Source: an optimization exercise on an open RTL-to-GDS flow (aim: small area, a short achievable clock period and few clock cycles per item). Production flows keep margins and buffers that such runs may drop. The RTL was checked by simulation tests, not by an equivalence proof against the original design. Power and IR drop assume default switching activity.

## the reference run
==> flow/design.v <==
`default_nettype none
package sst_pkg;
   localparam int CAPACITY_DEFAULT = 16;
   localparam int KEY_BITS_DEFAULT = 16;
   localparam int COUNT_W = 16;
   localparam int TOTAL_W = 20;
   localparam int KEY_PORT_W = 16;
   localparam logic [COUNT_W-1:0] LIMIT_RESET = 16'd64;
   localparam logic CMD_INSERT = 1'b0;
   localparam logic CMD_QUERY  = 1'b1;
   localparam logic STATUS_OK      = 1'b0;
   localparam logic STATUS_NOSPACE = 1'b1;
endpackage
`default_nettype wire
`default_nettype none
module sst_ram #(
   parameter int WIDTH     = 32,
   parameter int DEPTH     = 16,
   parameter int ADDR_BITS = (DEPTH > 1) ? $clog2(DEPTH) : 1
) (
   input  wire logic                 clock,
   input  wire logic                 wr_en,
   input  wire logic [ADDR_BITS-1:0] wr_addr,
   input  wire logic [WIDTH-1:0]     wr_data,
   input  wire logic [ADDR_BITS-1:0] rd_addr,
   output logic      [WIDTH-1:0]     rd_data
);
   logic [WIDTH-1:0] mem_ff [DEPTH];
   logic [WIDTH-1:0] rd_data_ff;
   assign rd_data = rd_data_ff;
   always_ff @(posedge clock) begin
      if (wr_en) begin
         mem_ff[wr_addr] <= wr_data;
      end
      rd_data_ff <= mem_ff[rd_addr];
   end
endmodule
`default_nettype wire
`default_nettype none
module sorted_stack_count_table
#(
   parameter int CAPACITY = sst_pkg::CAPACITY_DEFAULT,
   parameter int KEY_BITS = sst_pkg::KEY_BITS_DEFAULT
) (
   input  wire logic                  clock,
   input  wire logic                  reset,
   input  wire logic                  req_valid,
   output logic                       req_ready,
   input  wire logic                  req_cmd,
   input  wire logic [sst_pkg::KEY_PORT_W-1:0] req_item_key,
   input  wire logic [sst_pkg::COUNT_W-1:0]    req_add_count,
   output logic                       rsp_valid,
   input  wire logic                  rsp_ready,
   output logic                       rsp_status,
   output logic                       rsp_found,
   output logic [sst_pkg::COUNT_W-1:0]         rsp_item_count,
   output logic [sst_pkg::TOTAL_W-1:0]         rsp_total_units,
   input  wire logic                  csr_wr_en,
   input  wire logic [sst_pkg::COUNT_W-1:0]    csr_wr_data
);
   localparam int CW = sst_pkg::COUNT_W;
   localparam int TW = sst_pkg::TOTAL_W;
   logic [KEY_BITS-1:0] key_ff [CAPACITY];
   logic [CW-1:0]       cnt_ff [CAPACITY];
   logic [CAPACITY-1:0] vld_ff;             
   logic [CAPACITY-1:0] lins_ff;            
   logic [TW-1:0]       total_ff;
   logic [CW-1:0]       limit_ff;
   logic                a_v;
   logic                a_cmd;
   logic [KEY_BITS-1:0] a_key;
   logic [CW-1:0]       a_add;
   logic                p_v;
   logic                p_cmd;
   logic [KEY_BITS-1:0] p_key;
   logic [CW-1:0]       p_add;
   logic [CAPACITY-1:0] p_match;
   logic                p_hit;
   logic [CW-1:0]       p_cnt;
   logic [CW-1:0]       p_room;             
   logic                p_big;              
   logic                p_same;
   logic                r_v, s_v;
   logic                r_status, r_found, s_status, s_found;
   logic [CW-1:0]       r_count, s_count;
   logic [TW-1:0]       r_total;
   function automatic logic [CW-1:0] add_pp(input logic [CW-1:0] a, input logic [CW-1:0] b);
      logic [CW-1:0] p, g, gn, pn, pp;
      p  = a ^ b;
      g  = a & b;
      pp = p;
      for (int d = 1; d < CW; d = d * 2) begin
         gn = g;
         pn = pp;
         for (int i = d; i < CW; i++) begin
            gn[i] = g[i] | (pp[i] & g[i-d]);
            pn[i] = pp[i] & pp[i-d];
         end
         g  = gn;
         pp = pn;
      end
      add_pp = p ^ {g[CW-2:0], 1'b0};
   endfunction
   function automatic logic le_pp(input logic [CW-1:0] a, input logic [CW-1:0] b);
      logic [CW-1:0] gt, eq;
      gt = a & ~b;
      eq = ~(a ^ b);
      for (int w = 1; w < CW; w = w * 2) begin
         for (int i = 0; i + w < CW; i = i + 2 * w) begin
            gt[i] = gt[i+w] | (eq[i+w] & gt[i]);
            eq[i] = eq[i+w] & eq[i];
         end
      end
      le_pp = !gt[0];
   endfunction
   logic                fire;               
   logic                a_go;               
   logic                a_v_nx, p_v_nx, r_v_nx, s_v_nx;
   logic                rdy_ff;
   assign fire      = p_v & ~s_v;
   assign a_go      = ~p_v | ~s_v;
   assign req_ready = rdy_ff;
   assign rsp_valid       = r_v;
   assign rsp_status      = r_status;
   assign rsp_found       = r_found;
   assign rsp_item_count  = r_count;
   assign rsp_total_units = r_total;
   always_comb begin
      a_v_nx = (req_valid && req_ready) || (a_v && !a_go);
      p_v_nx = (a_v && a_go) || (p_v && !fire);
      r_v_nx = s_v || fire || (r_v && !rsp_ready);
      s_v_nx = s_v ? !rsp_ready : (fire && r_v && !rsp_ready);
   end
   always_ff @(posedge clock) begin
      if (reset) begin
         a_v    <= 1'b0;
         p_v    <= 1'b0;
         r_v    <= 1'b0;
         s_v    <= 1'b0;
         rdy_ff <= 1'b1;
      end else begin
         a_v    <= a_v_nx;
         p_v    <= p_v_nx;
         r_v    <= r_v_nx;
         s_v    <= s_v_nx;
         rdy_ff <= !(a_v_nx && p_v_nx && s_v_nx);
      end
      if (req_ready) begin
         a_cmd <= req_cmd;
         a_key <= KEY_BITS'(req_item_key);
         a_add <= req_add_count;
      end
   end
   logic [CAPACITY-1:0] l_match;
   logic [CW-1:0]       l_cnt;
   always_comb begin
      l_cnt = '0;
      for (int i = 0; i < CAPACITY; i++) begin
         l_match[i] = vld_ff[i] && (key_ff[i] == a_key);
         l_cnt      = l_cnt | (l_match[i] ? cnt_ff[i] : '0);
      end
   end
   always_ff @(posedge clock) begin
      if (a_go) begin
         p_cmd   <= a_cmd;
         p_key   <= a_key;
         p_add   <= a_add;
         p_match <= l_match;
         p_hit   <= |l_match;
         p_cnt   <= l_cnt;
         p_room  <= limit_ff - a_add;
         p_big   <= a_add > limit_ff;
         p_same  <= fire && (a_key == p_key);
      end
   end
   logic [CAPACITY-1:0] m;
   logic                hit;
   logic [CW-1:0]       cnt;
   logic                fits_p, fits_r, fits;
   logic [CW-1:0]       sum_p, sum_r, sum;
   logic                ok;
   logic                ins;
   logic                do_add;
   logic [CAPACITY-1:0] free_oh;
   logic [CAPACITY-1:0] wsel;
   logic                res_status, res_found;
   logic [CW-1:0]       res_count;
   logic [TW-1:0]       total_nx;
   always_comb begin
      m        = p_match | (p_same ? lins_ff : '0);
      hit      = p_same ? r_found : p_hit;
      cnt      = p_same ? r_count : p_cnt;
      fits_p   = le_pp(p_cnt, p_room);
      fits_r   = le_pp(r_count, p_room);
      fits     = (p_same && fits_r) || (!p_same && fits_p);
      sum_p    = add_pp(p_cnt, p_add);
      sum_r    = add_pp(r_count, p_add);
      sum      = ({CW{p_same}} & sum_r) | ({CW{!p_same}} & sum_p);
      ins      = (p_cmd == sst_pkg::CMD_INSERT);
      ok       = !p_big && fits && (hit || !vld_ff[CAPACITY-1]);
      do_add   = fire && ins && ok;
      free_oh  = ~vld_ff & {vld_ff[CAPACITY-2:0], 1'b1};
      wsel     = hit ? m : free_oh;
      res_status = (ins && !ok) ? sst_pkg::STATUS_NOSPACE : sst_pkg::STATUS_OK;
      res_found  = hit || (ins && ok);
      res_count  = (ins && ok) ? sum : cnt;
      total_nx   = do_add ? total_ff + TW'(p_add) : total_ff;
   end
   always_ff @(posedge clock) begin
      for (int i = 0; i < CAPACITY; i++) begin
         if (fire && wsel[i]) begin
            key_ff[i] <= p_key;
            cnt_ff[i] <= res_count;
         end
      end
      if (fire) begin
         lins_ff <= (do_add && !hit) ? free_oh : '0;
      end
      if (reset) begin
         vld_ff   <= '0;
         total_ff <= '0;
         limit_ff <= sst_pkg::LIMIT_RESET;
      end else begin
         if (do_add && !hit) begin
            vld_ff <= {vld_ff[CAPACITY-2:0], 1'b1};
         end
         total_ff <= total_nx;
         if (csr_wr_en) begin
            limit_ff <= csr_wr_data;
         end
      end
   end
   always_ff @(posedge clock) begin
      if (!r_v || rsp_ready) begin
         r_status <= s_v ? s_status : res_status;
         r_found  <= s_v ? s_found  : res_found;
         r_count  <= s_v ? s_count  : res_count;
         r_total  <= total_nx;
      end
      if (!s_v) begin
         s_status <= res_status;
         s_found  <= res_found;
         s_count  <= res_count;
      end
   end
endmodule
`default_nettype wire
clock: 10.0 ns
lec_check: 0
abc_clock_period_in_ps: 2500
cap_margin: 20
core_margin: 2
core_utilization: 60
cts_cluster_diameter: 100
cts_cluster_size: 25
place_density: 0.7
slew_margin: 20
standard.sh (not shown) runs the stock make flow with config.mk's settings and CLKGATE_MAP_FILE= SYNTH_SCRIPT=/design/flow/synth_recipe.tcl, a recipe that flattens the netlist after the stock synthesis.
==> flow/flow/run.sh <==
#!/bin/bash
# The standard layout, with repair_timing asked for 7 ns of setup slack
# at the design's own clock period and constraints (constraint.sdc unchanged)
set -euo pipefail
bash standard.sh SETUP_SLACK_MARGIN=7 finish > make_finish.log 2>&1
Testbench counts of the reference run, summed over its fixed seeds: cycles 4,288, requests 4,096.
Inputs modified between the reference run and the trial run:
--- a/flow/design.v
+++ b/flow/design.v
@@ -60,10 +60,11 @@
 );
    localparam int CW = sst_pkg::COUNT_W;
    localparam int TW = sst_pkg::TOTAL_W;
+   localparam int IW = (CAPACITY > 1) ? $clog2(CAPACITY) : 1;
+   localparam int UW = $clog2(CAPACITY + 1);
    logic [KEY_BITS-1:0] key_ff [CAPACITY];
    logic [CW-1:0]       cnt_ff [CAPACITY];
-   logic [CAPACITY-1:0] vld_ff;             
-   logic [CAPACITY-1:0] lins_ff;            
+   logic [UW-1:0]       used_ff;            
    logic [TW-1:0]       total_ff;
    logic [CW-1:0]       limit_ff;
    logic                a_v;
@@ -74,7 +75,7 @@
    logic                p_cmd;
    logic [KEY_BITS-1:0] p_key;
    logic [CW-1:0]       p_add;
-   logic [CAPACITY-1:0] p_match;
+   logic [IW-1:0]       p_idx;              
    logic                p_hit;
    logic [CW-1:0]       p_cnt;
    logic [CW-1:0]       p_room;             
@@ -84,6 +85,9 @@
    logic                r_status, r_found, s_status, s_found;
    logic [CW-1:0]       r_count, s_count;
    logic [TW-1:0]       r_total;
+   logic                lr_found;
+   logic [CW-1:0]       lr_count;
+   logic [IW-1:0]       lr_idx;             
    function automatic logic [CW-1:0] add_pp(input logic [CW-1:0] a, input logic [CW-1:0] b);
       logic [CW-1:0] p, g, gn, pn, pp;
       p  = a ^ b;
@@ -153,11 +157,14 @@
    end
    logic [CAPACITY-1:0] l_match;
    logic [CW-1:0]       l_cnt;
+   logic [IW-1:0]       l_idx;
    always_comb begin
       l_cnt = '0;
+      l_idx = '0;
       for (int i = 0; i < CAPACITY; i++) begin
-         l_match[i] = vld_ff[i] && (key_ff[i] == a_key);
+         l_match[i] = (UW'(i) < used_ff) && (key_ff[i] == a_key);
          l_cnt      = l_cnt | (l_match[i] ? cnt_ff[i] : '0);
+         l_idx      = l_idx | (l_match[i] ? IW'(i) : '0);
       end
    end
    always_ff @(posedge clock) begin
@@ -165,7 +172,7 @@
          p_cmd   <= a_cmd;
          p_key   <= a_key;
          p_add   <= a_add;
-         p_match <= l_match;
+         p_idx   <= l_idx;
          p_hit   <= |l_match;
          p_cnt   <= l_cnt;
          p_room  <= limit_ff - a_add;
@@ -173,7 +180,7 @@
          p_same  <= fire && (a_key == p_key);
       end
    end
-   logic [CAPACITY-1:0] m;
+   logic [IW-1:0]       idx;
    logic                hit;
    logic [CW-1:0]       cnt;
    logic                fits_p, fits_r, fits;
@@ -181,26 +188,26 @@
    logic                ok;
    logic                ins;
    logic                do_add;
-   logic [CAPACITY-1:0] free_oh;
-   logic [CAPACITY-1:0] wsel;
+   logic                full;
+   logic [IW-1:0]       widx;
    logic                res_status, res_found;
    logic [CW-1:0]       res_count;
    logic [TW-1:0]       total_nx;
    always_comb begin
-      m        = p_match | (p_same ? lins_ff : '0);
-      hit      = p_same ? r_found : p_hit;
-      cnt      = p_same ? r_count : p_cnt;
+      idx      = p_same ? lr_idx : p_idx;
+      hit      = p_same ? lr_found : p_hit;
+      cnt      = p_same ? lr_count : p_cnt;
       fits_p   = le_pp(p_cnt, p_room);
-      fits_r   = le_pp(r_count, p_room);
+      fits_r   = le_pp(lr_count, p_room);
       fits     = (p_same && fits_r) || (!p_same && fits_p);
       sum_p    = add_pp(p_cnt, p_add);
-      sum_r    = add_pp(r_count, p_add);
+      sum_r    = add_pp(lr_count, p_add);
       sum      = ({CW{p_same}} & sum_r) | ({CW{!p_same}} & sum_p);
       ins      = (p_cmd == sst_pkg::CMD_INSERT);
-      ok       = !p_big && fits && (hit || !vld_ff[CAPACITY-1]);
+      full     = used_ff == UW'(CAPACITY);
+      ok       = !p_big && fits && (hit || !full);
       do_add   = fire && ins && ok;
-      free_oh  = ~vld_ff & {vld_ff[CAPACITY-2:0], 1'b1};
-      wsel     = hit ? m : free_oh;
+      widx     = hit ? idx : IW'(used_ff);
       res_status = (ins && !ok) ? sst_pkg::STATUS_NOSPACE : sst_pkg::STATUS_OK;
       res_found  = hit || (ins && ok);
       res_count  = (ins && ok) ? sum : cnt;
@@ -208,21 +215,23 @@
    end
    always_ff @(posedge clock) begin
       for (int i = 0; i < CAPACITY; i++) begin
-         if (fire && wsel[i]) begin
+         if (fire && (hit || !full) && widx == IW'(i)) begin
             key_ff[i] <= p_key;
             cnt_ff[i] <= res_count;
          end
       end
       if (fire) begin
-         lins_ff <= (do_add && !hit) ? free_oh : '0;
+         lr_idx   <= widx;
+         lr_found <= res_found;
+         lr_count <= res_count;
       end
       if (reset) begin
-         vld_ff   <= '0;
+         used_ff  <= '0;
          total_ff <= '0;
          limit_ff <= sst_pkg::LIMIT_RESET;
       end else begin
          if (do_add && !hit) begin
-            vld_ff <= {vld_ff[CAPACITY-2:0], 1'b1};
+            used_ff <= used_ff + UW'(1);
          end
          total_ff <= total_nx;
          if (csr_wr_en) begin
## What came out
- The reference run has higher largest stage delay on the critical path than the trial run.
- Of the trial run and the reference run, it is the trial run that has the lower final standard cell area without fillers.
- Delta (the trial run minus the reference run): number of global-route vias before repair saw a decrease; instance count of the mapped netlist saw a decrease; largest driver fanout on the critical path saw a decrease.
- When the trial run is measured against the reference run, its final estimated routing congestion in global placement turns out about 2% lower.
- When the final numbers for the trial run and the reference run were put side by side, the static leakage turned out to be greater in the reference run.
- Cmp the trial run and the reference run / final cell count / lower: the trial run
- Cmp the trial run and the reference run / portion of the clock cycle consumed by the worst path in the final layout / lower: the trial run
- The reference run has higher count of clock-net buffers in the final layout than the trial run.
- Compared with the reference run, the trial run improves final worst slack.
- The initial cell density of the core in the trial run was higher than what the reference run gave.
- Post-synthesis net count: the trial run and the reference run compared, lower one is the trial run
Testbench counts of the trial run, summed over its fixed seeds: cycles 4,288, requests 4,096.

-- what the ideal ports hide --
How much do the figures lean on ideal ports? The routed layouts below were timed once more, with nothing changed but the port constraints.
Step 1 assumes that a clkbuf_16 drives the clock port and a buf_2 every other input.
Step 2 adds t to the input delays and takes it off the output delays; t is the mean of the earliest and latest rising clock arrival at the registers after step 1. Input paths then give back, and output paths get back, about the clock's delay inside the block.
a / b / c = ideal / step 1 / step 2; a / b = the first two.
run | shift t [ns] | slack for setup (ns) | worst setup path after step 2 | worst register clock-pin slew, ns
the reference run | 0.658 | 6.704 / 6.642 / 6.557 | input to register | 0.11 / 0.11
the trial run | 0.641 | 6.741 / 6.682 / 6.443 | input to register | 0.10 / 0.10
After both steps every run listed still meets setup and hold. The setup slack of the trial run, which loses most, moves by -0.059 ns with the drivers and by -0.298 ns with both steps.
